From an optimization exercise on the open Yosys and OpenROAD flow, aimed at small area; shortcuts taken in it are not production practice. In this exercise RTL edits were held to simulation tests only and were not proved equivalent to the original. Power figures rest on the tool's default switching activity, not on a simulated workload.

==> run B: inputs <==
==> flow/design.v <==
`default_nettype none
module averaged_current_sense (
  input  wire logic        clk,
  input  wire logic        rst,
  input  wire logic        s_valid,
  output logic             s_ready,
  input  wire logic [1:0]  s_channel,
  input  wire logic        s_kind,
  input  wire logic [11:0] s_sample,
  output logic             r_valid,
  input  wire logic        r_ready,
  output logic [1:0]       r_channel,
  output logic             r_kind,
  output logic [11:0]      r_average,
  output logic [19:0]      r_current_ma,
  input  wire logic        cfg_we,
  input  wire logic [1:0]  cfg_index,
  input  wire logic [15:0] cfg_data
);
  localparam logic [2:0] ST_CLEAR = 3'd0;
  localparam logic [2:0] ST_IDLE  = 3'd1;
  localparam logic [2:0] ST_SA    = 3'd2;    
  localparam logic [2:0] ST_SB    = 3'd3;    
  localparam logic [2:0] ST_DIV   = 3'd4;
  localparam logic [2:0] ST_MUL0  = 3'd5;    
  localparam logic [2:0] ST_MUL   = 3'd6;
  localparam logic [2:0] ST_OUT   = 3'd7;
  logic [10:0] meas_cnt;
  logic [10:0] cal_cnt;
  logic [11:0] deadband;
  logic [15:0] gain;
  logic [10:0] cnt_w;
  assign cnt_w[10]  = cfg_data[10];
  assign cnt_w[9:1] = cfg_data[9:1] & ~{9{cfg_data[10]}};
  assign cnt_w[0]   = !cfg_data[10] && (cfg_data[0] || cfg_data[9:1] == '0);
  logic [15:0] wdat_lo;    
  logic [15:0] wdat_hi;    
  logic [10:0] cwd_lo;
  logic [10:0] cwd_hi;
  logic [3:0]  cfg_ld;
  assign wdat_lo = cfg_data & ~{16{rst}};
  assign wdat_hi = cfg_data | {16{rst}};
  assign cwd_lo  = cnt_w & ~{11{rst}};
  assign cwd_hi  = cnt_w | {11{rst}};
  always_comb begin
    for (int i = 0; i < 4; i++) cfg_ld[i] = rst || (cfg_we && cfg_index == 2'(i));
  end
  always_ff @(posedge clk) begin
    if (cfg_ld[0]) meas_cnt <= {cwd_lo[10:7], cwd_hi[6], cwd_lo[5:0]};
    if (cfg_ld[1]) cal_cnt  <= {cwd_lo[10:8], cwd_hi[7:6], cwd_lo[5:4], cwd_hi[3], cwd_lo[2:0]};
    if (cfg_ld[2]) deadband <= {wdat_lo[11:8], wdat_hi[7], wdat_lo[6:5], wdat_hi[4],
                                wdat_lo[3], wdat_hi[2], wdat_lo[1], wdat_hi[0]};
    if (cfg_ld[3]) gain     <= {wdat_lo[15:13], wdat_hi[12], wdat_lo[11], wdat_hi[10],
                                wdat_lo[9:6], wdat_hi[5], wdat_lo[4:3], wdat_hi[2:1], wdat_lo[0]};
  end
  logic [5:0]  pos;
  logic [2:0]  state;
  logic [3:0]  k;         
  logic [1:0]  rch;
  logic        rkind;
  logic [3:0]  idx;
  assign idx = pos[3:0];
  logic at43, at44, at45, at12, at22, at23, at32;
  logic lo12;      
  logic le21;      
  logic w12_23;    
  logic w22_31;    
  logic w32_43;    
  assign at12   = (pos == 6'd12);
  assign at22   = (pos == 6'd22);
  assign at23   = (pos == 6'd23);
  assign at32   = (pos == 6'd32);
  assign at43   = (pos == 6'd43);
  assign at44   = (pos == 6'd44);
  assign at45   = (pos == 6'd45);
  assign lo12   = (pos < 6'd12);
  assign le21   = (pos <= 6'd21);
  assign w12_23 = (pos >= 6'd12) && (pos <= 6'd23);
  assign w22_31 = (pos >= 6'd22) && (pos <= 6'd31);
  assign w32_43 = (pos >= 6'd32) && (pos <= 6'd43);
  logic [45:0] ring [4];
  logic        hb;        
  logic        wr;        
  logic        wbit;
  logic        clearing;
  assign clearing = (state == ST_CLEAR);
  assign hb       = ring[rch][45];
  always_ff @(posedge clk) begin
    for (int c = 0; c < 4; c++) begin
      ring[c] <= {ring[c][44:0],
                  !clearing && ((wr && rch == 2'(c)) ? wbit : ring[c][45])};
    end
  end
  logic [11:0] q;       
  logic [11:0] rem;     
  logic [9:0]  dv;      
  logic        c;       
  logic        cb;      
  logic        ge;      
  logic        tmp;     
  logic        bq;      
  logic        prev;    
  logic        pass_r;
  logic        s_a, s_b, s_ci, s_s, s_co;
  logic [15:0] tgtv;
  logic [10:0] tgt;
  logic        len_hi;
  assign tgt  = rkind ? cal_cnt : meas_cnt;
  always_comb begin
    tgtv = '0;
    tgtv[0] = tgt[10];
    for (int j = 0; j < 10; j++) tgtv[6+j] = tgt[j];
  end
  assign s_a  = hb && !tmp;
  assign s_b  = lo12 && s_sample[idx];
  assign s_ci = at22 ? 1'b1 : ((pos == 6'd0) ? 1'b0 : c);
  assign s_s  = s_a ^ s_b ^ s_ci;
  assign s_co = (s_a & s_b) | (s_ci & (s_a ^ s_b));
  logic        g_a, g_b, g_in, g_out;
  assign g_a   = at32 ? c : s_s;
  assign g_b   = tgtv[idx];
  assign g_in  = at22 ? 1'b1 : ge;
  assign g_out = (g_a & !g_b) | (g_in & (g_a | !g_b));
  logic        d_x, d_op, d_ci, d_s, d_co;
  assign d_x  = at12 ? bq : prev;
  assign d_op = (le21 && dv[0]) ^ q[0];
  assign d_ci = at12 ? !q[0] : c;
  assign d_s  = d_x ^ d_op ^ d_ci;
  assign d_co = (d_x & d_op) | (d_ci & (d_x ^ d_op));
  logic        m_q, m_o, m_bi, m_corr, m_bo;
  assign m_q    = q[idx];
  assign m_o    = !hb;
  assign m_bi   = at32 ? 1'b1 : cb;
  assign m_corr = m_q ^ m_o ^ m_bi;
  assign m_bo   = (m_q & m_o) | (m_bi & (m_q ^ m_o));
  logic        p_b, p_in, p_out;
  assign p_b   = deadband[idx];
  assign p_in  = at32 ? 1'b1 : ge;
  assign p_out = (m_corr & !p_b) | (p_in & (m_corr | !p_b));
  logic        t_a, t_b, t_ci, t_s, t_co;
  assign t_a  = rem[0] && (state == ST_MUL) && !at44;
  assign t_b  = m_corr && pass_r && gain[~k] && (state == ST_MUL) && !at44;
  assign t_ci = at32 ? 1'b0 : c;
  assign t_s  = t_a ^ t_b ^ t_ci;
  assign t_co = (t_a & t_b) | (t_ci & (t_a ^ t_b));
  always_comb begin
    wr   = 1'b0;
    wbit = 1'b0;
    case (state)
      ST_SA: begin
        wr   = at44;
        wbit = rkind;
      end
      ST_SB: begin
        wr   = le21 || w22_31 || at45;
        wbit = at45 ? !ge : s_s;
      end
      ST_MUL0: begin
        wr   = w32_43 && rkind;
        wbit = m_q;
      end
      default: begin
      end
    endcase
  end
  assign s_ready = (state == ST_SB) && at45;
  always_ff @(posedge clk) begin
    if (rst)        pos <= 6'd0;
    else if (at45)  pos <= 6'd0;
    else            pos <= pos + 6'd1;
  end
  always_ff @(posedge clk) begin
    if (rst) begin
      state <= ST_CLEAR;
    end else begin
      case (state)
        ST_CLEAR: if (at45) state <= ST_IDLE;
        ST_IDLE:  if (s_valid && at43) state <= ST_SA;
        ST_SA:    if (at45) state <= ST_SB;
        ST_SB:    if (at45) state <= ge ? ST_DIV : ST_IDLE;
        ST_DIV:   if (at23 && k == 4'd0) state <= ST_MUL0;
        ST_MUL0:  if (at44) state <= ST_MUL;
        ST_MUL:   if (at44 && k == 4'd0) state <= ST_OUT;
        ST_OUT:   if (r_ready) state <= ST_IDLE;
        default:  state <= ST_CLEAR;
      endcase
    end
  end
  always_ff @(posedge clk) begin
    prev <= rem[0];
    case (state)
      ST_IDLE: begin
        rch   <= s_channel;
        rkind <= s_kind;
      end
      ST_SA: begin
        if (at44) tmp <= hb;                         
        if (at45) tmp <= !hb || (tmp != rkind);      
      end
      ST_SB: begin
        c <= s_co;
        if (w22_31 || at32) ge <= g_out;
        if (w12_23) rem <= {le21 && s_s, rem[11:1]};
        if (w22_31) dv  <= {s_a, dv[9:1]};
        if (at45) begin
          q[0] <= 1'b1;                              
          k    <= 4'd11;
        end
      end
      ST_DIV: begin
        if (lo12 && idx == k) bq <= hb;
        if (w12_23) begin
          c   <= d_co;
          rem <= {d_s, rem[11:1]};
        end
        if (w12_23 && le21) dv <= {dv[0], dv[9:1]};
        if (at23) begin
          q <= {q[10:0], !d_s};
          k <= k - 4'd1;
        end
      end
      ST_MUL0, ST_MUL: begin
        if (w32_43) begin
          cb <= m_bo;
          ge <= p_out;
        end
        if (w32_43 || at44) begin
          c   <= t_co;
          rem <= {at44 ? c : t_s, rem[11:1]};
        end
        if (at44) begin
          dv <= {rem[0], dv[9:1]};
          if (state == ST_MUL0) pass_r <= !rkind && cb && ge;
          else                  k <= k - 4'd1;
        end
      end
      default: begin
      end
    endcase
  end
  assign r_valid      = (state == ST_OUT);
  assign r_channel    = rch;
  assign r_kind       = rkind;
  assign r_average    = q;
  assign r_current_ma = {rem, dv[9:2]};
endmodule
`default_nettype wire
==> flow/flow/run.sh <==
#!/bin/bash
# Layout flow: the standard.sh with these changes.
#  - Synthesis is the standard flow's synthesis script (synth_recipe.tcl, ORFS synth.tcl) with
#    only ABC's script replaced by flow/abc_area.script, an area-oriented mapping.
#    Flip-flops are mapped before ABC runs, so the registers are the standard ones.
#  - The port buffers are sky130_fd_sc_hd__buf_1 instead of the resizer's pick.
#  - Clock tree synthesis clusters more flip-flops per leaf buffer.
# Each ORFS step writes its own log under orfs/logs; make's output goes to
# standard.log.
set -euo pipefail
here=$PWD

# synthesis script: a copy of ORFS's synth.tcl whose abc call uses our script
sed "s#log_cmd abc {\*}\$abc_args#set abc_args [lreplace \$abc_args 1 1 $here/flow/abc_area.script]; log_cmd abc {*}\$abc_args#" \
  "$FLOW_HOME/scripts/synth.tcl" > "$here/synth_area.tcl"
grep -q "abc_area.script" "$here/synth_area.tcl"
sed "s#source \$::env(SCRIPTS_DIR)/synth.tcl#source $here/synth_area.tcl#" \
  "$here/synth_recipe.tcl" > "$here/synth_recipe_area.tcl"
grep -q "synth_area.tcl" "$here/synth_recipe_area.tcl"
sed "s#SYNTH_SCRIPT=[^ ]*#SYNTH_SCRIPT=$here/synth_recipe_area.tcl#" \
  "$here/standard.sh" > "$here/standard_area.sh"
grep -q "synth_recipe_area.tcl" "$here/standard_area.sh"

export BUFFER_PORTS_ARGS="-buffer_cell sky130_fd_sc_hd__buf_1"
export CTS_ARGS="-sink_clustering_enable -repair_clock_nets -buf_list sky130_fd_sc_hd__clkbuf_16 -sink_clustering_size 32 -sink_clustering_max_diameter 80 -dont_use_dummy_load"
bash "$here/standard_area.sh" > "$here/standard.log" 2>&1
==> flow/flow/abc_area.script <==
&get -n
&st
&dch -f
&nf -R 1000
&st
&syn2
&dch -f
&nf -R 1000
&st
&syn2
&dch -f
&nf -R 1000
&put
topo
stime -c
==> flow/standard.sh <==
#!/bin/bash
# synth_recipe.tcl (not shown) runs the flow's synth.tcl, then flattens the netlist and writes it again
# the make line also repeats each setting of config.mk as NAME=value (left out here)
make -C /OpenROAD-flow-scripts/flow DESIGN_CONFIG=/design/flow/config.mk WORK_HOME=/design/flow/orfs CLKGATE_MAP_FILE= SYNTH_SCRIPT=/design/flow/synth_recipe.tcl "${@:-finish}"
==> flow/config.mk <==
export PLATFORM = sky130hd
export DESIGN_NAME = averaged_current_sense
export DESIGN_NICKNAME = averaged_current_sense
export VERILOG_FILES = /design/flow/design.v
export SDC_FILE = /design/flow/constraint.sdc
export NUM_CORES = 4
export LEC_CHECK = 0
export CAP_MARGIN = 20
export CORE_MARGIN = 2
export CORE_UTILIZATION = 40
export SLEW_MARGIN = 20
==> flow/constraint.sdc <==
create_clock -name core_clock -period 8.5 [get_ports {clk}]
set_input_delay 1.7000 -clock core_clock [delete_from_list [all_inputs] [get_ports {clk}]]
set_output_delay 1.7000 -clock core_clock [all_outputs]
set_load 0.01 [all_outputs]
==> inputs of run G, as changes to run B <==
--- a/flow/design.v
+++ b/flow/design.v
@@ -30,8 +30,4 @@
   logic [11:0] deadband;
   logic [15:0] gain;
-  logic [10:0] cnt_w;
-  assign cnt_w[10]  = cfg_data[10];
-  assign cnt_w[9:1] = cfg_data[9:1] & ~{9{cfg_data[10]}};
-  assign cnt_w[0]   = !cfg_data[10] && (cfg_data[0] || cfg_data[9:1] == '0);
   logic [15:0] wdat_lo;    
   logic [15:0] wdat_hi;    
@@ -41,6 +37,6 @@
   assign wdat_lo = cfg_data & ~{16{rst}};
   assign wdat_hi = cfg_data | {16{rst}};
-  assign cwd_lo  = cnt_w & ~{11{rst}};
-  assign cwd_hi  = cnt_w | {11{rst}};
+  assign cwd_lo  = cfg_data[10:0] & ~{11{rst}};
+  assign cwd_hi  = cfg_data[10:0] | {11{rst}};
   always_comb begin
     for (int i = 0; i < 4; i++) cfg_ld[i] = rst || (cfg_we && cfg_index == 2'(i));
@@ -61,13 +57,14 @@
   logic [3:0]  idx;
   assign idx = pos[3:0];
-  logic at43, at44, at45, at12, at22, at23, at32;
+  logic at43, at44, at45, at12, at22, at32, at33;
   logic lo12;      
   logic le21;      
   logic w12_23;    
   logic w22_31;    
+  logic w22_33;    
   logic w32_43;    
   assign at12   = (pos == 6'd12);
   assign at22   = (pos == 6'd22);
-  assign at23   = (pos == 6'd23);
+  assign at33   = (pos == 6'd33);
   assign at32   = (pos == 6'd32);
   assign at43   = (pos == 6'd43);
@@ -78,4 +75,5 @@
   assign w12_23 = (pos >= 6'd12) && (pos <= 6'd23);
   assign w22_31 = (pos >= 6'd22) && (pos <= 6'd31);
+  assign w22_33 = (pos >= 6'd22) && (pos <= 6'd33);
   assign w32_43 = (pos >= 6'd32) && (pos <= 6'd43);
   logic [45:0] ring [4];
@@ -94,12 +92,9 @@
   logic [11:0] q;       
   logic [11:0] rem;     
-  logic [9:0]  dv;      
+  logic [7:0]  pl;      
   logic        c;       
   logic        cb;      
   logic        ge;      
   logic        tmp;     
-  logic        bq;      
-  logic        prev;    
-  logic        pass_r;
   logic        s_a, s_b, s_ci, s_s, s_co;
   logic [15:0] tgtv;
@@ -121,9 +116,10 @@
   assign g_b   = tgtv[idx];
   assign g_in  = at22 ? 1'b1 : ge;
-  assign g_out = (g_a & !g_b) | (g_in & (g_a | !g_b));
-  logic        d_x, d_op, d_ci, d_s, d_co;
-  assign d_x  = at12 ? bq : prev;
-  assign d_op = (le21 && dv[0]) ^ q[0];
-  assign d_ci = at12 ? !q[0] : c;
+  assign g_out = at32 ? (g_a | (g_in & !g_b)) : ((g_a & !g_b) | (g_in & (g_a | !g_b)));
+  logic        d_x, d_d, d_op, d_ci, d_s, d_co;
+  assign d_x  = at22 ? cb : rem[0];
+  assign d_d  = (pos <= 6'd31) ? hb : ((pos == 6'd32) && tmp);
+  assign d_op = d_d ^ q[0];
+  assign d_ci = at22 ? q[0] : c;
   assign d_s  = d_x ^ d_op ^ d_ci;
   assign d_co = (d_x & d_op) | (d_ci & (d_x ^ d_op));
@@ -140,5 +136,5 @@
   logic        t_a, t_b, t_ci, t_s, t_co;
   assign t_a  = rem[0] && (state == ST_MUL) && !at44;
-  assign t_b  = m_corr && pass_r && gain[~k] && (state == ST_MUL) && !at44;
+  assign t_b  = m_corr && ge && gain[~k] && (state == ST_MUL) && !at44;
   assign t_ci = at32 ? 1'b0 : c;
   assign t_s  = t_a ^ t_b ^ t_ci;
@@ -179,5 +175,5 @@
         ST_SA:    if (at45) state <= ST_SB;
         ST_SB:    if (at45) state <= ge ? ST_DIV : ST_IDLE;
-        ST_DIV:   if (at23 && k == 4'd0) state <= ST_MUL0;
+        ST_DIV:   if (at45 && k == 4'd15) state <= ST_MUL0;
         ST_MUL0:  if (at44) state <= ST_MUL;
         ST_MUL:   if (at44 && k == 4'd0) state <= ST_OUT;
@@ -188,5 +184,4 @@
   end
   always_ff @(posedge clk) begin
-    prev <= rem[0];
     case (state)
       ST_IDLE: begin
@@ -202,5 +197,5 @@
         if (w22_31 || at32) ge <= g_out;
         if (w12_23) rem <= {le21 && s_s, rem[11:1]};
-        if (w22_31) dv  <= {s_a, dv[9:1]};
+        if (at32) tmp <= c;                          
         if (at45) begin
           q[0] <= 1'b1;                              
@@ -209,11 +204,11 @@
       end
       ST_DIV: begin
-        if (lo12 && idx == k) bq <= hb;
-        if (w12_23) begin
-          c   <= d_co;
-          rem <= {d_s, rem[11:1]};
-        end
-        if (w12_23 && le21) dv <= {dv[0], dv[9:1]};
-        if (at23) begin
+        if (lo12 && idx == k) cb <= hb;
+        if (w22_33) begin
+          c       <= d_co;
+          rem[11] <= d_s;
+        end
+        if (w22_33 && !at22) rem[10:0] <= rem[11:1];
+        if (at33) begin
           q <= {q[10:0], !d_s};
           k <= k - 4'd1;
@@ -221,8 +216,6 @@
       end
       ST_MUL0, ST_MUL: begin
-        if (w32_43) begin
-          cb <= m_bo;
-          ge <= p_out;
-        end
+        if (w32_43) cb <= m_bo;
+        if (w32_43 && state == ST_MUL0) ge <= p_out;
         if (w32_43 || at44) begin
           c   <= t_co;
@@ -230,6 +223,6 @@
         end
         if (at44) begin
-          dv <= {rem[0], dv[9:1]};
-          if (state == ST_MUL0) pass_r <= !rkind && cb && ge;
+          pl <= {rem[0], pl[7:1]};
+          if (state == ST_MUL0) ge <= !rkind && cb && ge;
           else                  k <= k - 4'd1;
         end
@@ -243,5 +236,5 @@
   assign r_kind       = rkind;
   assign r_average    = q;
-  assign r_current_ma = {rem, dv[9:2]};
+  assign r_current_ma = {rem, pl};
 endmodule
 `default_nettype wire
--- a/flow/flow/run.sh
+++ b/flow/flow/run.sh
@@ -23,4 +23,4 @@
 
 export BUFFER_PORTS_ARGS="-buffer_cell sky130_fd_sc_hd__buf_1"
-export CTS_ARGS="-sink_clustering_enable -repair_clock_nets -buf_list sky130_fd_sc_hd__clkbuf_16 -sink_clustering_size 32 -sink_clustering_max_diameter 80 -dont_use_dummy_load"
+export CTS_ARGS="-sink_clustering_enable -repair_clock_nets -buf_list sky130_fd_sc_hd__clkbuf_16 -sink_clustering_size 40 -sink_clustering_max_diameter 60 -dont_use_dummy_load"
 bash "$here/standard_area.sh" > "$here/standard.log" 2>&1
==> comparison table <==
                                                                        run B        run G
Placed Instance Area                                              0.00933 mm²  0.00918 mm²
Distinct cells, synth                                                      42           38
WHS Endpoint                                                      ring[2][36]  ring[1][11]
Crit-path max FO                                                           20           21
Power per cell area                                                238 mW/mm²   232 mW/mm²
Leakage power of the design                                           3.39 nW      3.35 nW
Number of sequential cells in the layout                                  291          286
Die height                                                             152 µm       150 µm
Run status                                   no timing/DRC/antenna violations  no timing/DRC/antenna violations
Die span in x                                                          152 µm       150 µm
Routability congestion estimate from global placement                   0.830        0.839
Final core utilization                                                  44.9%        45.7%
Multiplexer share of the synthesized area                               5.70%        5.93%
Relative area of clock buffers and inverters in the final design        3.87%        3.92%
Register area                                                     0.00680 mm²  0.00666 mm²
Worst Setup Slack post-DPL                                            4.42 ns      4.00 ns
Number of cells on the critical path                                        7            5
Vias per cell                                                            4.75         4.73
Wire length of the first global-routing pass                        24,000 µm    23,300 µm
Period minus WS final                                                 4.36 ns      4.48 ns
Clock transition at the registers of the reported paths               0.11 ns      0.12 ns
Cell count after placement                                                910          898
Half-perimeter wire length after placement                          10,200 µm    10,100 µm

[re-timing with driven ports]
No port has a modelled driver above. Below, the same layouts with a new extraction and two added sets of constraints.
Step 1 sets driving cells, clkbuf_16 on the clock port and buf_2 on the other inputs (assumed; they add their load-dependent delay and slew).
Step 2 adds t to the input delays and takes it off the output delays; t is the mean of the earliest and latest rising clock arrival at the registers after step 1. Input paths then give back, and output paths get back, about the clock's delay inside the block.
a / b / c = ideal / step 1 / step 2; a / b = the first two.
| run | shift t [ns] | slack for setup (ns) | worst setup path at the end | slew at the worst register clock pin (ns) |
|---|---|---|---|---|
| run B | 0.501 | 4.143 / 4.104 / 4.476 | input to register | 0.11 / 0.11 |
| run G | 0.520 | 4.017 / 3.970 / 3.982 | input to register | 0.12 / 0.12 |
After both steps setup and hold are still met in every run listed. For run G, which loses most, drivers alone change the setup slack by -0.047 ns; drivers and shift together by -0.035 ns.
